Source: an optimization exercise on an open RTL-to-GDS flow (aim: small area). Production flows keep margins and buffers that such runs may drop. Function was checked by simulation only, so behaviour that the tests miss may differ from the original. Power is estimated from default activity; no workload was simulated.

==> flow/design.v <==
package lq_pkg;
    typedef logic [4:0]  lq_ptr_t;
    typedef logic [5:0]  rob_idx_t;
    typedef logic [6:0]  fwd_idx_t;    
    typedef logic [15:0] mem_addr_t;
    typedef logic [15:0] mem_data_t;
    typedef logic [5:0]  phy_reg_t;
    parameter int alloc_lanes = 4;
    parameter int lane_w = 8;           
    typedef enum logic [2:0] {
        st_idle,
        st_wait_grant,
        st_issued,
        st_mem_rdy,
        st_fwd_rdy,
        st_both_rdy,
        st_writeback
    } load_state_e;
    function automatic lq_ptr_t ptr_add(input logic [5:0] a, input logic [5:0] b,
                                        input int unsigned n);
        logic [6:0] sum;
        sum = {1'b0, a} + {1'b0, b};
        if (sum >= 7'(n))
            sum = sum - 7'(n);
        ptr_add = sum[4:0];
    endfunction
endpackage
`timescale 1ns/1ns
module lq_ptr_ctrl #(
    parameter int depth = 24
) (
    input  logic                                            clk,
    input  logic                                            rst,
    input  logic [lq_pkg::alloc_lanes*lq_pkg::lane_w-1:0]   indx_ld_al,
    input  logic                                            flsh,
    input  lq_pkg::lq_ptr_t                                 mis_pred_ld_ptr,
    input  lq_pkg::lq_ptr_t                                 cmmt_ld_ptr,
    input  logic [depth-1:0]                                occupied,
    output lq_pkg::lq_ptr_t                                 head,
    output logic [depth-1:0]                                alloc_en,
    output lq_pkg::fwd_idx_t [depth-1:0]                    alloc_idx,
    output logic [depth-1:0]                                commit_clr,
    output logic [depth-1:0]                                flush_clr,
    output logic                                            stll
);
    lq_pkg::lq_ptr_t tail;
    lq_pkg::lq_ptr_t lane_pos;
    lq_pkg::lq_ptr_t commit_len, flush_len;
    lq_pkg::lq_ptr_t commit_off, flush_off;
    logic [lq_pkg::alloc_lanes-1:0] lane_vld;
    logic [$clog2(lq_pkg::alloc_lanes+1)-1:0] lane_cnt;
    logic lane_run, lane_ok;
    logic cmmt;
    assign cmmt = (cmmt_ld_ptr != head);
    assign stll = occupied[tail];    
    always_comb begin
        lane_cnt = '0;
        lane_run = 1'b1;
        lane_ok  = 1'b1;
        for (int k = 0; k < lq_pkg::alloc_lanes; k++) begin
            lane_vld[k] = indx_ld_al[lq_pkg::lane_w*k + lq_pkg::lane_w - 1];
            if (lane_vld[k]) begin
                if (lane_run)
                    lane_cnt = lane_cnt + 1'b1;
                else
                    lane_ok = 1'b0;
            end else begin
                lane_run = 1'b0;
            end
        end
        if (!lane_ok)
            lane_cnt = '0;
    end
    always_comb begin
        alloc_en  = '0;
        alloc_idx = '0;
        lane_pos  = tail;
        for (int k = 0; k < lq_pkg::alloc_lanes; k++) begin
            lane_pos = lq_pkg::ptr_add({1'b0, tail}, 6'(k), depth);
            if (k < 32'(lane_cnt)) begin
                alloc_en[lane_pos]  = 1'b1;
                alloc_idx[lane_pos] = indx_ld_al[lq_pkg::lane_w*k +: 7];
            end
        end
    end
    always_comb begin
        commit_len = lq_pkg::ptr_add({1'b0, cmmt_ld_ptr}, 6'(depth) - {1'b0, head}, depth);
        flush_len  = lq_pkg::ptr_add({1'b0, tail}, 6'(depth) - {1'b0, mis_pred_ld_ptr}, depth);
        commit_off = '0;
        flush_off  = '0;
        for (int i = 0; i < depth; i++) begin
            commit_off    = lq_pkg::ptr_add(6'(i), 6'(depth) - {1'b0, head}, depth);
            flush_off     = lq_pkg::ptr_add(6'(i), 6'(depth) - {1'b0, mis_pred_ld_ptr}, depth);
            commit_clr[i] = cmmt & (commit_off < commit_len);
            flush_clr[i]  = flsh & (flush_off < flush_len);
        end
    end
    always_ff @(posedge clk or negedge rst) begin
        if (!rst) begin
            head <= '0;
            tail <= '0;
        end else begin
            head <= cmmt_ld_ptr;
            if (flsh)
                tail <= mis_pred_ld_ptr;    
            else
                tail <= lq_pkg::ptr_add({1'b0, tail}, 6'(lane_cnt), depth);
        end
    end
endmodule
`timescale 1ns/1ns
module lq_entry (
    input  logic              clk,
    input  logic              rst,
    input  logic              alloc_en,
    input  lq_pkg::fwd_idx_t  alloc_idx,
    input  logic              commit_clr,
    input  logic              flush_clr,
    input  logic              mem_rd,
    input  lq_pkg::rob_idx_t  indx_ls,
    input  lq_pkg::mem_addr_t addr_ls,
    input  lq_pkg::phy_reg_t  phy_addr_ld_in,
    input  logic              done_set,
    output logic              occupied,
    output logic              addr_known,
    output logic              done,
    output lq_pkg::mem_addr_t addr,
    output lq_pkg::phy_reg_t  phy,
    output lq_pkg::fwd_idx_t  idx
);
    logic upd;
    assign upd = mem_rd & occupied & (indx_ls == idx[6-1:0]);
    always_ff @(posedge clk or negedge rst) begin
        if (!rst) begin
            occupied   <= 1'b0;
            addr_known <= 1'b0;
            done       <= 1'b0;
        end else if (flush_clr) begin
            occupied <= 1'b0;
        end else if (commit_clr) begin
            occupied   <= 1'b0;
            addr_known <= 1'b0;
            done       <= 1'b0;
        end else if (alloc_en) begin
            occupied   <= 1'b1;
            addr_known <= 1'b0;    
            done       <= 1'b0;
        end else begin
            if (upd)
                addr_known <= 1'b1;
            if (done_set)
                done <= 1'b1;
        end
    end
    always_ff @(posedge clk) begin
        if (alloc_en)
            idx <= alloc_idx;
        if (upd) begin
            addr <= addr_ls;
            phy  <= phy_addr_ld_in;
        end
    end
endmodule
`timescale 1ns/1ns
module lq_issue_select #(
    parameter int depth = 24
) (
    input  logic                             clk,
    input  logic                             rst,
    input  lq_pkg::lq_ptr_t                  head,
    input  logic [depth-1:0]                 occupied,
    input  logic [depth-1:0]                 addr_known,
    input  logic [depth-1:0]                 done,
    input  lq_pkg::mem_addr_t [depth-1:0]    ent_addr,
    input  lq_pkg::phy_reg_t [depth-1:0]     ent_phy,
    input  lq_pkg::fwd_idx_t [depth-1:0]     ent_idx,
    input  logic                             busy,
    input  logic                             finished,
    output logic                             ld_rdy,
    output logic [depth-1:0]                 done_set,
    output lq_pkg::mem_addr_t                addr,
    output lq_pkg::phy_reg_t                 phy_addr_ld,
    output lq_pkg::rob_idx_t                 indx_ld,
    output lq_pkg::fwd_idx_t                 indx_fwd
);
    logic [depth-1:0] bid;
    logic [depth-1:0] rot_bid;    
    lq_pkg::lq_ptr_t sel_off;
    lq_pkg::lq_ptr_t current;
    assign bid    = occupied & addr_known & ~done & {depth{~busy}};
    assign ld_rdy = |bid;
    always_comb begin
        sel_off = '0;
        for (int j = 0; j < depth; j++) begin
            rot_bid[j] = bid[lq_pkg::ptr_add({1'b0, head}, 6'(j), depth)];
        end
        for (int j = depth - 1; j >= 0; j--) begin
            if (rot_bid[j])
                sel_off = 5'(j);
        end
    end
    always_ff @(posedge clk or negedge rst) begin
        if (!rst)
            current <= '0;
        else if (!busy)
            current <= lq_pkg::ptr_add({1'b0, head}, {1'b0, sel_off}, depth);
    end
    assign done_set    = {{(depth-1){1'b0}}, finished} << current;
    assign addr        = ent_addr[current];
    assign phy_addr_ld = ent_phy[current];
    assign indx_fwd    = ent_idx[current];
    assign indx_ld     = ent_idx[current][6-1:0];
endmodule
`timescale 1ns/1ns
module lq_load_ctrl (
    input  logic              clk,
    input  logic              rst,
    input  logic              ld_rdy,
    input  logic              ld_grnt,
    input  logic              done,
    input  lq_pkg::mem_data_t data_ca,
    input  logic              fwd,
    input  logic              fwd_rdy,
    input  lq_pkg::mem_data_t data_sq,
    output logic              ld_req,
    output logic              busy,
    output logic              finished,
    output logic              vld_ld,
    output logic              reg_wrt_ld,
    output lq_pkg::mem_data_t data_ld
);
    lq_pkg::load_state_e state, nxt_state;
    lq_pkg::mem_data_t ca_q, sq_q;
    logic fwd_q;
    always_ff @(posedge clk or negedge rst) begin
        if (!rst)
            state <= lq_pkg::st_idle;
        else
            state <= nxt_state;
    end
    always_comb begin
        nxt_state  = state;
        ld_req     = 1'b0;
        busy       = 1'b0;
        finished   = 1'b0;
        vld_ld     = 1'b0;
        reg_wrt_ld = 1'b0;
        case (state)
            lq_pkg::st_idle: begin
                if (ld_rdy)
                    nxt_state = lq_pkg::st_wait_grant;
            end
            lq_pkg::st_wait_grant: begin
                ld_req = 1'b1;    
                if (ld_grnt)
                    nxt_state = lq_pkg::st_issued;
            end
            lq_pkg::st_issued: begin
                busy = 1'b1;
                if (done && fwd_rdy)
                    nxt_state = lq_pkg::st_both_rdy;
                else if (done)
                    nxt_state = lq_pkg::st_mem_rdy;
                else if (fwd_rdy)
                    nxt_state = lq_pkg::st_fwd_rdy;
            end
            lq_pkg::st_mem_rdy: begin
                busy = 1'b1;
                if (fwd_rdy)
                    nxt_state = lq_pkg::st_writeback;
            end
            lq_pkg::st_fwd_rdy: begin
                busy = 1'b1;
                if (done)
                    nxt_state = lq_pkg::st_writeback;
            end
            lq_pkg::st_both_rdy: begin
                busy      = 1'b1;
                nxt_state = lq_pkg::st_writeback;
            end
            lq_pkg::st_writeback: begin
                busy       = 1'b1;
                finished   = 1'b1;
                vld_ld     = 1'b1;
                reg_wrt_ld = 1'b1;
                nxt_state  = lq_pkg::st_idle;
            end
            default: nxt_state = lq_pkg::st_idle;
        endcase
    end
    always_ff @(posedge clk or negedge rst) begin
        if (!rst)
            fwd_q <= 1'b0;
        else if (fwd_rdy)
            fwd_q <= fwd;
    end
    always_ff @(posedge clk) begin
        if (done)
            ca_q <= data_ca;
        if (fwd_rdy)
            sq_q <= data_sq;
    end
    assign data_ld = fwd_q ? sq_q : ca_q;    
endmodule
`timescale 1ns/1ns
module load_queue #(
    parameter int depth = 24
) (
    input  logic                                          clk,
    input  logic                                          rst,
    input  logic                                          flsh,
    input  lq_pkg::lq_ptr_t                               mis_pred_ld_ptr,
    input  lq_pkg::lq_ptr_t                               cmmt_ld_ptr,
    input  logic [lq_pkg::alloc_lanes*lq_pkg::lane_w-1:0] indx_ld_al,
    input  logic                                          mem_rd,
    input  lq_pkg::rob_idx_t                              indx_ls,
    input  lq_pkg::mem_addr_t                             addr_ls,
    input  lq_pkg::phy_reg_t                              phy_addr_ld_in,
    input  logic                                          ld_grnt,
    input  logic                                          done,
    input  lq_pkg::mem_data_t                             data_ca,
    input  logic                                          fwd,
    input  logic                                          fwd_rdy,
    input  lq_pkg::mem_data_t                             data_sq,
    output logic                                          stll,
    output logic                                          ld_req,
    output lq_pkg::mem_addr_t                             addr,
    output lq_pkg::phy_reg_t                              phy_addr_ld,
    output lq_pkg::rob_idx_t                              indx_ld,
    output lq_pkg::fwd_idx_t                              indx_fwd,
    output lq_pkg::mem_data_t                             data_ld,
    output logic                                          vld_ld,
    output logic                                          reg_wrt_ld
);
    lq_pkg::lq_ptr_t head;
    logic [depth-1:0] alloc_en, commit_clr, flush_clr;
    logic [depth-1:0] occupied, addr_known, ent_done, done_set;
    lq_pkg::fwd_idx_t [depth-1:0] alloc_idx, ent_idx;
    lq_pkg::mem_addr_t [depth-1:0] ent_addr;
    lq_pkg::phy_reg_t [depth-1:0] ent_phy;
    logic ld_rdy, busy, finished;
    lq_ptr_ctrl #(.depth(depth)) ptr_ctrl_i (
        .clk(clk), .rst(rst), .indx_ld_al(indx_ld_al), .flsh(flsh),
        .mis_pred_ld_ptr(mis_pred_ld_ptr), .cmmt_ld_ptr(cmmt_ld_ptr),
        .occupied(occupied), .head(head), .alloc_en(alloc_en), .alloc_idx(alloc_idx),
        .commit_clr(commit_clr), .flush_clr(flush_clr), .stll(stll)
    );
    for (genvar g = 0; g < depth; g++) begin : g_entry
        lq_entry entry_i (
            .clk(clk), .rst(rst), .alloc_en(alloc_en[g]), .alloc_idx(alloc_idx[g]),
            .commit_clr(commit_clr[g]), .flush_clr(flush_clr[g]), .mem_rd(mem_rd),
            .indx_ls(indx_ls), .addr_ls(addr_ls), .phy_addr_ld_in(phy_addr_ld_in),
            .done_set(done_set[g]), .occupied(occupied[g]), .addr_known(addr_known[g]),
            .done(ent_done[g]), .addr(ent_addr[g]), .phy(ent_phy[g]), .idx(ent_idx[g])
        );
    end
    lq_issue_select #(.depth(depth)) issue_select_i (
        .clk(clk), .rst(rst), .head(head), .occupied(occupied), .addr_known(addr_known),
        .done(ent_done), .ent_addr(ent_addr), .ent_phy(ent_phy), .ent_idx(ent_idx),
        .busy(busy), .finished(finished), .ld_rdy(ld_rdy), .done_set(done_set),
        .addr(addr), .phy_addr_ld(phy_addr_ld), .indx_ld(indx_ld), .indx_fwd(indx_fwd)
    );
    lq_load_ctrl load_ctrl_i (
        .clk(clk), .rst(rst), .ld_rdy(ld_rdy), .ld_grnt(ld_grnt), .done(done),
        .data_ca(data_ca), .fwd(fwd), .fwd_rdy(fwd_rdy), .data_sq(data_sq),
        .ld_req(ld_req), .busy(busy), .finished(finished), .vld_ld(vld_ld),
        .reg_wrt_ld(reg_wrt_ld), .data_ld(data_ld)
    );
endmodule
==> flow/run.sh <==
#!/bin/bash
# synth_recipe.tcl (not shown) runs the flow's synth.tcl, then flattens the netlist and writes it again
# the make line also repeats each setting of config.mk as NAME=value (left out here)
make -C /OpenROAD-flow-scripts/flow DESIGN_CONFIG=/design/flow/config.mk WORK_HOME=/design/flow/orfs CLKGATE_MAP_FILE= SYNTH_SCRIPT=/design/flow/synth_recipe.tcl finish
==> flow/config.mk <==
export PLATFORM = sky130hd
export DESIGN_NAME = load_queue
export DESIGN_NICKNAME = load_queue
export VERILOG_FILES = /design/flow/design.v
export SDC_FILE = /design/flow/constraint.sdc
export NUM_CORES = 4
export LEC_CHECK = 0
export CAP_MARGIN = 20
export CORE_MARGIN = 2
export CORE_UTILIZATION = 40
export SLEW_MARGIN = 20
==> flow/constraint.sdc <==
create_clock -name core_clock -period 10.0 [get_ports {clk}]
set_input_delay 2.0000 -clock core_clock [delete_from_list [all_inputs] [get_ports {clk}]]
set_output_delay 2.0000 -clock core_clock [all_outputs]
set_load 0.01 [all_outputs]
==> results.json <==
{
  "ys.warnings.count": 4,
  "hpwl_um": 128000,
  "setup_viol_count_final": 0,
  "path_max_fanout": 24,
  "synth_edf_count": 728,
  "synth-seq-cells": 819,
  "cts.clk_slew.worst_paths_ps": 60,
  "post-route-util": 0.451,
  "num_io_pins": 165,
  "synthCells": 4567,
  "layout_setup_ws_ps": 2960,
  "synth_nets": 4948,
  "crit_chain": "clkdlybuf4s50_1, inv_1, ha_1, inv_1, fa_1, inv_1, a21o_1, a21oi_1, xnor2_1, ha_1, a311oi_1, nand2_1, xnor2_4, ha_1, a21o_1, nand2_1, nand3b_1, and3_1, o21a_1",
  "clock_latency_ps": 740,
  "syn2layout_area_growth_pct": 12.3,
  "hold_path.class": "register to register",
  "drv_slew": 0,
  "synth_compound_area_frac": 0.172,
  "die_h_um": 369,
  "syn_area_mm2": 0.0534,
  "rsz0062_at_grt": "false",
  "tightest_slew_ps": 1230,
  "synth_top_family_by_area": "compound AO/OA/AOI/OAI gates",
  "async_reset_ff_frac": 0.111,
  "cts_tree": "done",
  "place_ws_ps": 2300,
  "wire_per_inst_um": 29.9,
  "dr.pass1.iters": 12,
  "antenna_found_initial": 5,
  "status": "finished clean",
  "cts_sinks": 819,
  "max_freq_ghz": 0.142,
  "htreeDepth": 3,
  "peakVddDrop_v": 0.000279,
  "die_x_um": 369,
  "ys_seq_area_frac": 0.452,
  "synth_xor_area_frac": 0.0481,
  "worstPathRequired_ps": 10620,
  "yosys.area_share.simple": 0.113,
  "fill_cells": 12057,
  "grt.overflow.total": 0,
  "wirelength_um": 193000,
  "nets": 4988,
  "first_global_vias": 39863,
  "slew_headroom": 0.175,
  "startpoint_type": "primary input",
  "post_cts_resized": 0,
  "switching_share": 0.373,
  "pwr-share-comb": 0.412,
  "yosys-mux-area-fraction": 0.112,
  "drc": 0,
  "cap_violations": 0,
  "coreArea_mm2": 0.133,
  "clock_skew_ps": 53.7,
  "io_buffers": 164,
  "track_usage": 0.276,
  "endpoint_kind": "register",
  "internal_power_uw": 7830,
  "cts-root-buf": "clkbuf_16",
  "synth-adder-area-share": 0.0643,
  "power_density_mw_per_mm2": 209,
  "grt_max_degree": 148,
  "period_needed_ps": 7040,
  "vias_per_cell": 6.58,
  "vias": 42499,
  "globalplace.congestion": 0.992,
  "avgSynthCellArea_um2": 11.7,
  "max_stage_delay_ps": 870,
  "drt_iter0_markers": 5748,
  "synthFlopType": "edfxtp_1",
  "cts.path.max_buffers": 3,
  "cts_buffers": 92,
  "power_frac_clock": 0.273,
  "grt_pass1_wl_um": 279000,
  "totalNegativeSetupSlack_ps": 0,
  "start_util": 0.401,
  "ant_nets": 0,
  "postCtsSetupBuffers": 0,
  "ctsHoldBuffers": 0,
  "crit_type": "primary input to register",
  "p_switching_uw": 4660,
  "power.leakage_uw": 0.0216,
  "cp_slowest_cell": "clkdlybuf4s50_1",
  "seqPwrFrac": 0.315,
  "final_layout_size_suffix_gt1_frac": 0.139,
  "finalHoldViolations": 0,
  "cp.arrival_ps": 7670,
  "fin_crit_sh": 0.704,
  "yosysUniqueCellTypes": 124,
  "dieArea_mm2": 0.136,
  "rows": 134
}
state kept, by name, indices dropped and copies added, names as in the netlist:
signal,count
g_entry.entry_i.idx,168
load_ctrl_i.state,3
ptr_ctrl_i.head,5
load_ctrl_i.ca_q,16
load_ctrl_i.sq_q,16
ptr_ctrl_i.tail,5
issue_select_i.current,5
g_entry.entry_i.done,24
g_entry.entry_i.phy,144
g_entry.entry_i.addr,384
g_entry.entry_i.addr_known,24
load_ctrl_i.fwd_q,1
g_entry.entry_i.occupied,24
metal layers:
| layer | GRT usage | vias to the layer above | routed length [um] | part of all wire |
|---|---|---|---|---|
| li1 | - | 18188 | - | - |
| met1 | 0.374 | 21115 | 77400 | 0.40 |
| met2 | 0.412 | 2649 | 83600 | 0.43 |
| met3 | 0.0681 | 537 | 20700 | 0.11 |
| met4 | 0.139 | 10 | 11200 | 0.058 |
| met5 | 0.00534 | - | 153 | 0.00079 |
cells by family (layout without fill, tap and decap cells):
group / after synthesis / count (layout)
AO/OA/AOI/OAI: 1240 / 1240
AND/OR/NAND/NOR: 1147 / 1147
flip-flops: 819 / 819
buffers and inverters: 490 / 608
multiplexers: 310 / 310
XOR/XNOR: 289 / 289
adder cells (fa/ha/maj): 272 / 272
other: 0 / 2
power by group through the flow:
stage          clock network, uW  registers [uW]  logic, uW
2_1_floorplan                  0            3870       3530
3_3_place_gp                   0            4010       5010
3_5_place_dp                   0            4010       5080
4_1_cts                     3470            3940       5110
5_1_grt                     3600            3940       5560
6_report                    3410            3940       5140
through the flow:
stage               power [uW]  hold WS, ps  std cells  area, um^2
CTS                      12500          534       6452       59900
floorplan                 7400          476       4567       53400
global placement          9010          505       6280       56800
finish                   12500          548       6455       59900
global route             13100          561       6453       59900
detailed placement        9090          520       6280       56800
worst paths after layout:
kind,slack (ps),cells past startpoint,startpoint,end
setup reg to reg,3410,19,ptr_ctrl_i.head[1]$_DFF_PN0_,g_entry[11].entry_i.addr_known$_DFFE_PN0P_
hold / removal,550,1,g_entry[13].entry_i.done$_DFFE_PN0P_,g_entry[13].entry_i.done$_DFFE_PN0P_
hold reg to reg,550,1,g_entry[13].entry_i.done$_DFFE_PN0P_,g_entry[13].entry_i.done$_DFFE_PN0P_
setup / recovery,2960,19,mis_pred_ld_ptr[0],g_entry[13].entry_i.done$_DFFE_PN0P_
max in group asynchronous,7380,2,rst,issue_select_i.current[2]$_DFFE_PN0N_
min in group asynchronous,1270,1,rst,ptr_ctrl_i.tail[2]$_DFF_PN0_
placed cells by master (no fill, tap or decap), types with 78 or more instances in the layout:
cell,instances
nand2_1,320
a32oi_1,142
clkdlybuf4s50_1,155
ha_1,266
buf_4,108
inv_1,152
clkbuf_16,92
a21oi_1,226
xor2_1,78
dfrtp_1,84
edfxtp_1,728
nand3_1,157
a21o_1,102
o21ai_0,152
xnor2_1,203
nor2_1,199
mux4_2,222
cells in the mapped netlist (69+ instances only):
cell      instances  share of area
edfxtp_1        728           0.41
nor3_1           69         0.0065
dfrtp_1          91          0.043
a32oi_1         142          0.023
nor2_1          203          0.014
ha_1            267          0.063
nand2_1         321          0.023
xor2_1           78          0.013
mux4_2          222          0.094
xnor2_1         206          0.034
inv_1           152          0.011
a21oi_1         226          0.021
a21o_1          102          0.014
o21ai_0         152          0.014
clkbuf_1        206          0.014
nand3_1         157          0.015
o22ai_1          70         0.0082
critical path, delay by kind of cell:
kind | cells | cell delay (ps)
fa+ha+maj | 4 | 1720
buf+inv | 4 | 1430
xor+xnor | 2 | 950
compound gates | 5 | 800
simple gates | 4 | 730
cell type report:
type	instances	area [um^2]	share of cell area
inverter	162	611	0.0102
sequential	819	24200	0.403
timing repair buffer	274	2450	0.0409
tap	1768	2210	0.0369
clock buffer	118	2400	0.0401
antenna	2	5.00	0.0000835
multi-input combinational	3258	27400	0.458
clock inverter	54	644	0.0108

port drivers added, routing unchanged:
How much do the figures lean on ideal ports? The routed layout below was timed once more, with nothing changed but the port constraints. Step 1: set_driving_cell puts a clkbuf_16 on clk and a buf_2 on each other input, an assumption about the parent block. Step 2 moves the port delays by t, midway between the first and last clock arrival at a register: inputs arrive t later, outputs are due t later. That takes back most of the time a late clock gives input paths. a / b / c = ideal / step 1 / step 2; a / b = the first two.
shift t [ns]: 0.792
setup WS [ns]: 2.956 / 3.017 / 2.225
worst hold slack (ns): 0.548 / 0.548 / 0.548
latest minus earliest clock arrival (ns): 0.055 / 0.054
slew at the worst register clock pin (ns): 0.07 / 0.07
After both steps setup and hold are still met in this run. For this run, drivers alone change the setup slack by +0.061 ns; drivers and shift together by -0.731 ns.
